This design comes from an exercise in tuning for small area, a short achievable clock period and few clock cycles on the open sky130 flow, not from production work.
The RTL was checked by simulation tests, not by an equivalence proof against the original design.

// fpdiv_frac
module fpdiv_frac
(
	input  logic                 clk,
	input  logic                 rst_n,
	input  logic                 start_valid_i,
	output logic                 start_ready_o,
	input  logic                 flush_i,
	input  fpdiv_fmt_pkg::fp_format_e           fp_format_i,
	input  fpdiv_fmt_pkg::frac_t                a_frac_i,
	input  fpdiv_fmt_pkg::frac_t                b_frac_i,
	output logic                 finish_valid_o,
	input  logic                 finish_ready_i,
	output logic [fpdiv_fmt_pkg::QUO_OUT_W-1:0] fpdiv_frac_o
);
	logic                          stall;
	logic                          iter;
	logic                          final_step;
	logic [srt_pkg::DIV_W-1:0]     b_al;
	srt_pkg::rem_cs_t              init_rem;
	logic [1:0]                    init_quo;
	srt_pkg::quo_dig_t             init_dig;
	logic [srt_pkg::K_VAR_W-1:0]   init_k_var;
	logic [2:0]                    init_d_top;
	logic                          first_iter;
	srt_pkg::rem_cs_t              rem;
	logic                          rem_neg;
	srt_ctrl u_ctrl (
		.clk            (clk),
		.rst_n          (rst_n),
		.start_valid_i  (start_valid_i),
		.finish_ready_i (finish_ready_i),
		.flush_i        (flush_i),
		.fp_format_i    (fp_format_i),
		.stall_o        (stall),
		.iter_o         (iter),
		.final_o        (final_step),
		.first_o        (first_iter),
		.start_ready_o  (start_ready_o),
		.finish_valid_o (finish_valid_o)
	);
	srt_prescale u_prescale (
		.fmt_i      (fp_format_i),
		.a_raw_i    (a_frac_i[srt_pkg::DIV_W-1:0]),
		.b_raw_i    (b_frac_i[srt_pkg::DIV_W-1:0]),
		.b_al_o     (b_al),
		.init_rem_o (init_rem),
		.init_quo_o (init_quo),
		.init_dig_o (init_dig),
		.k_var_o    (init_k_var),
		.d_top_o    (init_d_top)
	);
	srt_iter_core u_core (
		.clk        (clk),
		.take_i     (start_ready_o),
		.iter_i     (iter),
		.final_i    (final_step),
		.first_i    (first_iter),
		.b_al_i     (b_al),
		.init_rem_i (init_rem),
		.init_quo_i (init_quo),
		.init_dig_i (init_dig),
		.k_var_i    (init_k_var),
		.d_top_i    (init_d_top),
		.rem_neg_i  (rem_neg),
		.rem_o      (rem),
		.quo_o      (fpdiv_frac_o)
	);
	srt_post u_post (
		.rem_i (rem),
		.neg_o (rem_neg)
	);
endmodule
export LEC_CHECK = 0
export ABC_AREA = 1
export CAP_MARGIN = 20
export CORE_MARGIN = 2
export CORE_UTILIZATION = 40
export PLACE_DENSITY = 0.6
export SETUP_SLACK_MARGIN = 5
export SLEW_MARGIN = 20
create_clock -name core_clock -period 11.0 [get_ports {clk}]
standard.sh (not shown) runs the stock make flow with config.mk's settings and CLKGATE_MAP_FILE= SYNTH_SCRIPT=/design/flow/synth_recipe.tcl, a recipe that flattens the netlist after the stock synthesis.
==> flow/flow/run.sh <==
#!/bin/bash
set -euo pipefail
bash standard.sh ADDER_MAP_FILE= SETUP_SLACK_MARGIN=6 finish > flow_make.log 2>&1
Testbench counts at the start, summed over its fixed seeds: cycles 21,116.
Change:
==> flow/flow/run.sh (replaced) <==
#!/bin/bash
set -euo pipefail
bash standard.sh ADDER_MAP_FILE= SETUP_SLACK_MARGIN=6 "BUFFER_PORTS_ARGS=-buffer_cell sky130_fd_sc_hd__buf_1" finish > flow_make.log 2>&1
What happened: Non-clock buffer count grows by 2; worst setup slack gets worse by 0.039 ns; first-iteration DRC count is about the same; hold slack stays flat; cell count stays flat; clock-buffer cell count shrinks by 2; fmax shrinks by 0.80%; via count shrinks by 0.43%.
Change:
- CTS_BUF_LIST: unset -> sky130_fd_sc_hd__clkbuf_8
- CTS_CLUSTER_SIZE: unset -> 16
Outcome:
- wire length hardly moves
- setup slack improved by 0.028 ns
- final area hardly moves
- final cell count is higher by 0.78%
- synthesized area does not change
- clock skew barely changes
- synthesized cell count is unchanged
- core utilization stays flat
Change:
==> flow/flow/run.sh (replaced) <==
#!/bin/bash
set -euo pipefail
bash standard.sh ADDER_MAP_FILE= SETUP_SLACK_MARGIN=6.3 "BUFFER_PORTS_ARGS=-buffer_cell sky130_fd_sc_hd__buf_1" finish > flow_make.log 2>&1
Result:
- synthesized area does not change
- final cell count climbs by 1.6%
- count of clock-buffer cells in the layout grows by 8
- final area came out higher by 7.7%
- clock skew goes up by 0.017 ns
- global-route usage is higher by 0.53 points
- hold slack barely changes
- die area stays the same
- wire length went up by 3.5%

* * *

fpdiv_frac, a different RTL version from the one above (not shown whole).
Size in the first run: ~3500 cells after synthesis, roughly 22000 um2 of cells after synthesis.
export LEC_CHECK = 0
export ABC_AREA = 1
export CAP_MARGIN = 20
export CORE_MARGIN = 2
export CORE_UTILIZATION = 40
export PLACE_DENSITY = 0.6
export SLEW_MARGIN = 20
create_clock -name core_clock -period 11.0 [get_ports {clk}]
==> flow/flow/run.sh <==
#!/bin/bash
# Standard ORFS layout, with Yosys's full/half-adder extraction turned off
# (ADDER_MAP_FILE empty): the digit-selection logic maps faster as plain
# gates than as chained fa/ha cells. Everything else is the standard flow.
set -euo pipefail
bash standard.sh ADDER_MAP_FILE= finish > flow_make.log 2>&1
Testbench counts at the start, summed over its fixed seeds: cycles 23,516.
==> next run, changes <==
- SETUP_SLACK_MARGIN: not set -> 5
Final cell count barely changes; cell area rises by 0.31%; utilization rises by 0.15 points; wire length rises by about 0.5%; non-clock buffer count rises by 3.
==> next run, changes <==
==> flow/flow/run.sh (replaced) <==
#!/bin/bash
set -euo pipefail
bash standard.sh ADDER_MAP_FILE= SETUP_SLACK_MARGIN=7 finish > flow_make.log 2>&1
Outcome:
- routed wire length rises by 18%
- setup slack gains 1200 ps
- cell area rises by 17%
- via count rises by 9.1%
- sequential cell count stays the same
- count of clock-buffer cells in the layout falls by 5
==> next run, changes <==
==> flow/flow/run.sh (replaced) <==
#!/bin/bash
set -euo pipefail
bash standard.sh ADDER_MAP_FILE= SETUP_SLACK_MARGIN=6 finish > flow_make.log 2>&1
What happened: The new run ran to the end with no violations; register-to-register slack gets worse by 260 ps; clock skew climbs by 18 ps; synthesized cell count stays the same; via count goes down by about 6%; routed wire length shrinks by about 9%; design area falls by 12%; cell count drops by about 4%; area after synthesis stays the same; global-route usage falls by 3.8 points.

## re-timing with driven ports
The results above use ideal ports. As a check the final layouts listed here were re-extracted and re-timed, cells and wires unchanged.
Step 1: set_driving_cell puts a clkbuf_16 on clk and a buf_2 on each other input, an assumption about the parent block.
Step 2 times the ports against the registers' clock, not the clock port: input delays grow and output delays shrink by t, the midpoint of the rising clock arrivals with the driver on.
a / b / c = no drivers / after step 1 / after step 2; a / b = the first two.
run | shift t [ns] | setup slack, ns | worst data-port slew with drivers (ns)
the first run of note 1 | 0.651 | 6.094 / 6.123 / 5.472 | 0.04
the second run of note 1 | 0.644 | 6.054 / 6.083 / 5.439 | 0.15
the third run of note 1 | 0.700 | 6.082 / 6.101 / 5.412 | 0.15
the fourth run of note 1 | 0.698 | 6.203 / 6.222 / 5.525 | 0.15
the first run of note 2 | 0.601 | 4.413 / 4.413 / 4.413 | 0.08
the second run of note 2 | 0.601 | 5.318 / 5.318 / 5.318 | 0.07
the third run of note 2 | 0.663 | 6.472 / 6.472 / 6.472 | 0.08
the fourth run of note 2 | 0.663 | 6.208 / 6.208 / 6.208 | 0.07
After both steps setup and hold are still met in every run listed. For the fourth run of note 1, which loses most, drivers alone change the setup slack by +0.019 ns; drivers and shift together by -0.678 ns.
